Background: an optimization exercise with open tools, aiming at small area and a short achievable clock period. Do not read the settings as production practice. At most, simulation tests tie the RTL to the original design; equivalence was not proved. Power and IR drop assume default switching activity.

## beam_topk_sort
module beam_topk_sort #(
    parameter int NBEAM_IN = 64,
    parameter int BEAM     = 16,
    parameter int PWR_W    = 32
) (
    input  logic                        i_clk,
    input  logic                        i_reset_n,
    input  logic                        i_pwr_vld,
    input  logic                        i_pwr_sop,
    input  logic [PWR_W-1:0]            i_pwr_data,
    output logic [BEAM-1:0][7:0]        o_beam_idx,
    output logic [BEAM-1:0][PWR_W-1:0]  o_beam_pwr,
    output logic                        o_rbg_load,
    output logic                        o_busy,
    output logic                        o_err_sop
);
    localparam int IW = 6;                        
    localparam logic [IW-1:0] CNT_LAST_C = IW'(NBEAM_IN - 1);
    localparam int HW = PWR_W / 2;               
    logic            collect_r;      
    logic            flush_r;        
    logic [IW-1:0]   last_r;         
    logic            rbg_load_r;
    logic            err_sop_r;
    logic start_s, beam_s, take_s, acc_s;
    assign start_s = i_pwr_vld &  i_pwr_sop;
    assign beam_s  = i_pwr_vld & ~i_pwr_sop;
    assign take_s  = beam_s & collect_r;          
    assign acc_s   = start_s | take_s;            
    always_ff @(posedge i_clk) begin
        if (!i_reset_n) begin
            collect_r  <= 1'b0;
            flush_r    <= 1'b0;
            last_r     <= '0;
            rbg_load_r <= 1'b0;
            err_sop_r  <= 1'b0;
        end else begin
            rbg_load_r <= flush_r;
            err_sop_r  <= (start_s & collect_r) | (beam_s & ~collect_r);
            if (start_s) begin
                collect_r <= 1'b1;
                flush_r   <= 1'b0;
                last_r    <= '0;
            end else if (take_s) begin
                last_r    <= last_r + IW'(1);
                if (last_r == CNT_LAST_C - IW'(1)) begin
                    collect_r <= 1'b0;
                    flush_r   <= 1'b1;
                end else begin
                    flush_r   <= 1'b0;
                end
            end else begin
                flush_r   <= 1'b0;
            end
        end
    end
    logic [BEAM-1:0][PWR_W-1:0] list_pwr_r;
  ...
Size in the first run: roughly 5,100 cells after synthesis, roughly 1,300 flip-flops, roughly 680 I/O pins, about 55,000 µm² of cells after synthesis.
==> flow/config.mk <==
export PLATFORM = sky130hd
export DESIGN_NAME = beam_topk_sort
export DESIGN_NICKNAME = beam_topk_sort
export VERILOG_FILES = /design/flow/design.v
export SDC_FILE = /design/flow/constraint.sdc
export NUM_CORES = 4
export LEC_CHECK = 0
export CAP_MARGIN = 20
export CORE_MARGIN = 2
export CORE_UTILIZATION = 62
export SETUP_SLACK_MARGIN = 1.8
export SLEW_MARGIN = 20
export SYNTH_HIERARCHICAL = 1
==> flow/constraint.sdc <==
create_clock -name core_clock -period 4.0 [get_ports {i_clk}]
set_input_delay 0.8000 -clock core_clock [delete_from_list [all_inputs] [get_ports {i_clk}]]
set_output_delay 0.8000 -clock core_clock [all_outputs]
set_load 0.01 [all_outputs]
standard.sh (not shown) runs the stock make flow with config.mk's settings and CLKGATE_MAP_FILE= SYNTH_SCRIPT=/design/flow/synth_recipe.tcl, a recipe that flattens the netlist after the stock synthesis.
==> flow/flow/run.sh <==
#!/bin/bash
set -euo pipefail
bash standard.sh BUFFER_PORTS_ARGS="-buffer_cell sky130_fd_sc_hd__buf_2" finish > standard_flow.log 2>&1
The baseline went through all stages and came out clean.
Next try:
--- a/flow/config.mk
+++ b/flow/config.mk
@@ -8,6 +8,6 @@
 export CAP_MARGIN = 20
 export CORE_MARGIN = 2
-export CORE_UTILIZATION = 62
-export SETUP_SLACK_MARGIN = 1.8
+export CORE_UTILIZATION = 50
+export SETUP_SLACK_MARGIN = 1.5
 export SLEW_MARGIN = 20
 export SYNTH_HIERARCHICAL = 1
After rerunning: The new run ran to the end with no violations; total power is lower by 1.4%; setup slack got worse by 130 ps; final cell count grows by 3.2%; cell area fell by 3.1%; non-clock buffer count came out lower by 110; sequential power stays flat.
Next try:
--- a/flow/config.mk
+++ b/flow/config.mk
@@ -8,6 +8,6 @@
 export CAP_MARGIN = 20
 export CORE_MARGIN = 2
-export CORE_UTILIZATION = 50
-export SETUP_SLACK_MARGIN = 1.5
+export CORE_UTILIZATION = 55
+export SETUP_SLACK_MARGIN = 1.8
 export SLEW_MARGIN = 20
 export SYNTH_HIERARCHICAL = 1
Result: The new run finished clean; wire length is lower by about 0.9%; clock power is about the same; final area is higher by about 2.7%; via count is higher by 1.8%.

========
beam_topk_sort again, from the RTL that the note above started with.
Settings: LEC_CHECK=0, CAP_MARGIN=20, CORE_MARGIN=2, CORE_UTILIZATION=45, SETUP_SLACK_MARGIN=1.7, SLEW_MARGIN=20, SYNTH_HIERARCHICAL=1; clock period 4.0 ns.
Scripts as last shown in full above: flow/flow/run.sh
Next try:
- CORE_UTILIZATION: 45 -> 55
- SETUP_SLACK_MARGIN: 1.7 -> 1.8
- TNS_END_PERCENT: not set -> 5
Effect: Power fell slightly. Die area fell by about a fifth. Global-route usage rose by 5.3 points. Clock power barely changes.
Next try:
- CORE_UTILIZATION: 55 -> 45
- SETUP_SLACK_MARGIN: 1.8 -> 1.9
- TNS_END_PERCENT: 5 -> not set
After rerunning: The changed run completed without violations; clock-buffer cell count goes up by 7; synthesized area is unchanged; final area went up by 5.4%.
Next try:
- CORE_UTILIZATION: 45 -> 55
- CTS_CLUSTER_SIZE: not set -> 30
- SETUP_SLACK_MARGIN: 1.9 -> 1.8
Total power fell slightly; wire length falls by a little under a tenth; final area fell by a few percent; utilization rises by 10 points; via count decreases slightly; hold slack is about the same; global-route usage is higher by 4.4 points; flip-flop and latch count stays the same; fmax climbs slightly; worst setup slack gets better by 0.046 ns; clock power is about the same.

========
beam_topk_sort, a different RTL version from the one above (not shown whole).
Size: about 1,300 flip-flops, about 65,000 um^2 of cells after synthesis.
Settings: LEC_CHECK=0, CAP_MARGIN=20, CORE_MARGIN=2, CORE_UTILIZATION=45, SETUP_SLACK_MARGIN=1.7, SLEW_MARGIN=20; clock period 4.0 ns.
Scripts as last shown in full above: flow/flow/run.sh
Then changed:
- SETUP_SLACK_MARGIN: 1.7 -> 2.0
- power is higher by 18%
- worst hold slack is worse by 51 ps
- setup slack is worse by 120 ps
- maximum frequency is lower by about 5%
- critical path depth is higher by 6
- non-clock buffer count is higher by 575
- first-iteration DRC count is higher by about 40%
- routed wire length is higher by 31%
- die area is unchanged
- flip-flop and latch count is unchanged
- utilization is higher by 21 points
Function was not checked in any run of this note: the RTL went through the layout flow alone.

========
The RTL this note starts from:
==> flow/design.v <==
module beam_topk_sort #(
    parameter int NBEAM_IN = 64,
    parameter int BEAM     = 16,
    parameter int PWR_W    = 32
) (
    input  logic                        i_clk,
    input  logic                        i_reset_n,
    input  logic                        i_pwr_vld,
    input  logic                        i_pwr_sop,
    input  logic [PWR_W-1:0]            i_pwr_data,
    output logic [BEAM-1:0][7:0]        o_beam_idx,
    output logic [BEAM-1:0][PWR_W-1:0]  o_beam_pwr,
    output logic                        o_rbg_load,
    output logic                        o_busy,
    output logic                        o_err_sop
);
    localparam int IW = 6;                        
    localparam logic [IW-1:0] CNT_LAST_C = IW'(NBEAM_IN - 1);
    logic            collect_r;      
    logic            flush_r;        
    logic [IW-1:0]   cnt_r;          
    logic            rbg_load_r;
    logic            err_sop_r;
    logic start_s, beam_s, take_s;
    assign start_s = i_pwr_vld &  i_pwr_sop;
    assign beam_s  = i_pwr_vld & ~i_pwr_sop;
    assign take_s  = beam_s & collect_r;          
    always_ff @(posedge i_clk) begin
        if (!i_reset_n) begin
            collect_r  <= 1'b0;
            flush_r    <= 1'b0;
            cnt_r      <= '0;
            rbg_load_r <= 1'b0;
            err_sop_r  <= 1'b0;
        end else begin
            rbg_load_r <= flush_r;
            err_sop_r  <= (start_s & collect_r) | (beam_s & ~collect_r);
            if (start_s) begin
                collect_r <= 1'b1;
                flush_r   <= 1'b0;
                cnt_r     <= IW'(1);
            end else if (take_s) begin
                cnt_r     <= cnt_r + IW'(1);
                if (cnt_r == CNT_LAST_C) begin
                    collect_r <= 1'b0;
                    flush_r   <= 1'b1;
                end else begin
                    flush_r   <= 1'b0;
                end
            end else begin
                flush_r   <= 1'b0;
            end
        end
    end
    logic [PWR_W-1:0] smp_pwr_r;
    logic [IW-1:0]    smp_idx_r;
    logic             smp_ins_r;     
    always_ff @(posedge i_clk) begin
        if (start_s | take_s) begin
            smp_pwr_r <= i_pwr_data;
            smp_idx_r <= start_s ? '0 : cnt_r;
        end
    end
    always_ff @(posedge i_clk) begin
        if (!i_reset_n) smp_ins_r <= 1'b0;
        else            smp_ins_r <= start_s | take_s;
    end
    logic [BEAM-1:0][PWR_W-1:0] list_pwr_r;
    logic [BEAM-1:0][IW-1:0]    list_idx_r;
    logic [BEAM-1:0]            list_vld_r;
    logic [BEAM-1:0]            ge_s;       
    logic [BEAM-1:0][PWR_W-1:0] ins_pwr_s;
    logic [BEAM-1:0][IW-1:0]    ins_idx_s;
    always_comb begin
        for (int i = 0; i < BEAM; i++)
            ge_s[i] = ~smp_ins_r | (list_vld_r[i] & (list_pwr_r[i] >= smp_pwr_r));
    end
    always_comb begin
        for (int i = 0; i < BEAM; i++) begin
            if (ge_s[i]) begin
                ins_pwr_s[i] = list_pwr_r[i];
                ins_idx_s[i] = list_idx_r[i];
            end else if (i == 0 || ge_s[(i == 0) ? 0 : i-1]) begin
                ins_pwr_s[i] = smp_pwr_r;
                ins_idx_s[i] = smp_idx_r;
            end else begin
                ins_pwr_s[i] = list_pwr_r[(i == 0) ? 0 : i-1];
                ins_idx_s[i] = list_idx_r[(i == 0) ? 0 : i-1];
            end
        end
    end
    always_ff @(posedge i_clk) begin
        list_pwr_r <= ins_pwr_s;
        list_idx_r <= ins_idx_s;
    end
    always_ff @(posedge i_clk) begin
        if (start_s)
            list_vld_r <= '0;
        else if (smp_ins_r)
            list_vld_r <= {list_vld_r[BEAM-2:0], 1'b1};
    end
    logic [BEAM-1:0][IW-1:0]    beam_idx_r;
    logic [BEAM-1:0][PWR_W-1:0] beam_pwr_r;
    always_ff @(posedge i_clk) begin
        if (!i_reset_n) begin
            for (int i = 0; i < BEAM; i++)
                beam_idx_r[i] <= IW'(i);
            beam_pwr_r <= '0;
        end else if (flush_r) begin
            beam_idx_r <= ins_idx_s;
            beam_pwr_r <= ins_pwr_s;
        end
    end
    always_comb begin
        for (int i = 0; i < BEAM; i++)
            o_beam_idx[i] = {{(8-IW){1'b0}}, beam_idx_r[i]};
    end
    assign o_beam_pwr = beam_pwr_r;
    assign o_rbg_load = rbg_load_r;
    assign o_busy     = collect_r;
    assign o_err_sop  = err_sop_r;
endmodule
clock: 4.0 ns
lec_check: 0
cap_margin: 20
core_margin: 2
core_utilization: 40
slew_margin: 20
run.sh (not shown) runs the stock make flow with config.mk's settings and CLKGATE_MAP_FILE= SYNTH_SCRIPT=/design/flow/synth_recipe.tcl, a recipe that flattens the netlist after the stock synthesis.
Stock flow here: none of the scripts above is used.
The starting point completed without violations.
Then changed:
- CORE_UTILIZATION: 40 -> 60
- SETUP_SLACK_MARGIN: not set -> 1.5
The new run did not get past 5_1_grt.
Area after synthesis does not change.
Synthesized cell count is unchanged.
Then changed:
- ABC_AREA: not set -> 1
- CORE_UTILIZATION: 60 -> 40
- SETUP_SLACK_MARGIN: 1.5 -> not set
What happened: The changed run ran to the end with no violations. Area after synthesis goes up by 8.7%. Synthesized cell count grows by 40%.

## static timing again, ports no longer ideal
Ports are ideal in the flow. The routed layouts listed here were re-timed in OpenROAD. Step 1 sets driving cells, clkbuf_16 on the clock port and buf_2 on the other inputs (assumed; they add their load-dependent delay and slew). Step 2, shift: input delay + t, output delay - t, t = (earliest + latest rising clock arrival at the registers) / 2. This alone moves slack from input paths to output paths. a / b / c = ideal / step 1 / step 2; a / b = the first two.
| run | shift t [ns] | setup slack, ns | worst setup path at the end | slew at the worst register clock pin (ns) | cell pins on the clock port's net |
|---|---|---|---|---|---|
| the first run of note 1 | 0.824 | 1.624 / 1.647 / 0.824 | input to register | 0.07 / 0.07 | 1 |
| the second run of note 1 | 0.819 | 1.489 / 1.515 / 0.704 | input to register | 0.07 / 0.07 | 1 |
| the third run of note 1 | 0.824 | 1.684 / 1.672 / 0.848 | input to register | 0.07 / 0.07 | 1 |
| the first run of note 2 | 0.831 | 1.606 / 1.624 / 0.792 | input to register | 0.07 / 0.07 | 1 |
| the second run of note 2 | 0.827 | 1.605 / 1.639 / 0.812 | input to register | 0.07 / 0.07 | 1 |
| the third run of note 2 | 0.831 | 1.638 / 1.657 / 0.826 | input to register | 0.06 / 0.06 | 1 |
| the fourth run of note 2 | 0.824 | 1.684 / 1.672 / 0.848 | input to register | 0.07 / 0.07 | 1 |
| the first run of note 3 | 0.873 | 1.639 / 1.625 / 0.881 | input to register | 0.07 / 0.07 | 1 |
| the second run of note 3 | 0.924 | 1.515 / 1.515 / 0.856 | input to register | 0.07 / 0.07 | 1 |
| the first run of note 4 | 0.864 | 0.023 / 0.023 / 0.023 | register to register | 0.07 / 0.07 | 1 |
| the third run of note 4 | 0.861 | 0.427 / 0.427 / 0.427 | register to register | 0.06 / 0.06 | 1 |
After both steps setup and hold are still met in every run listed.
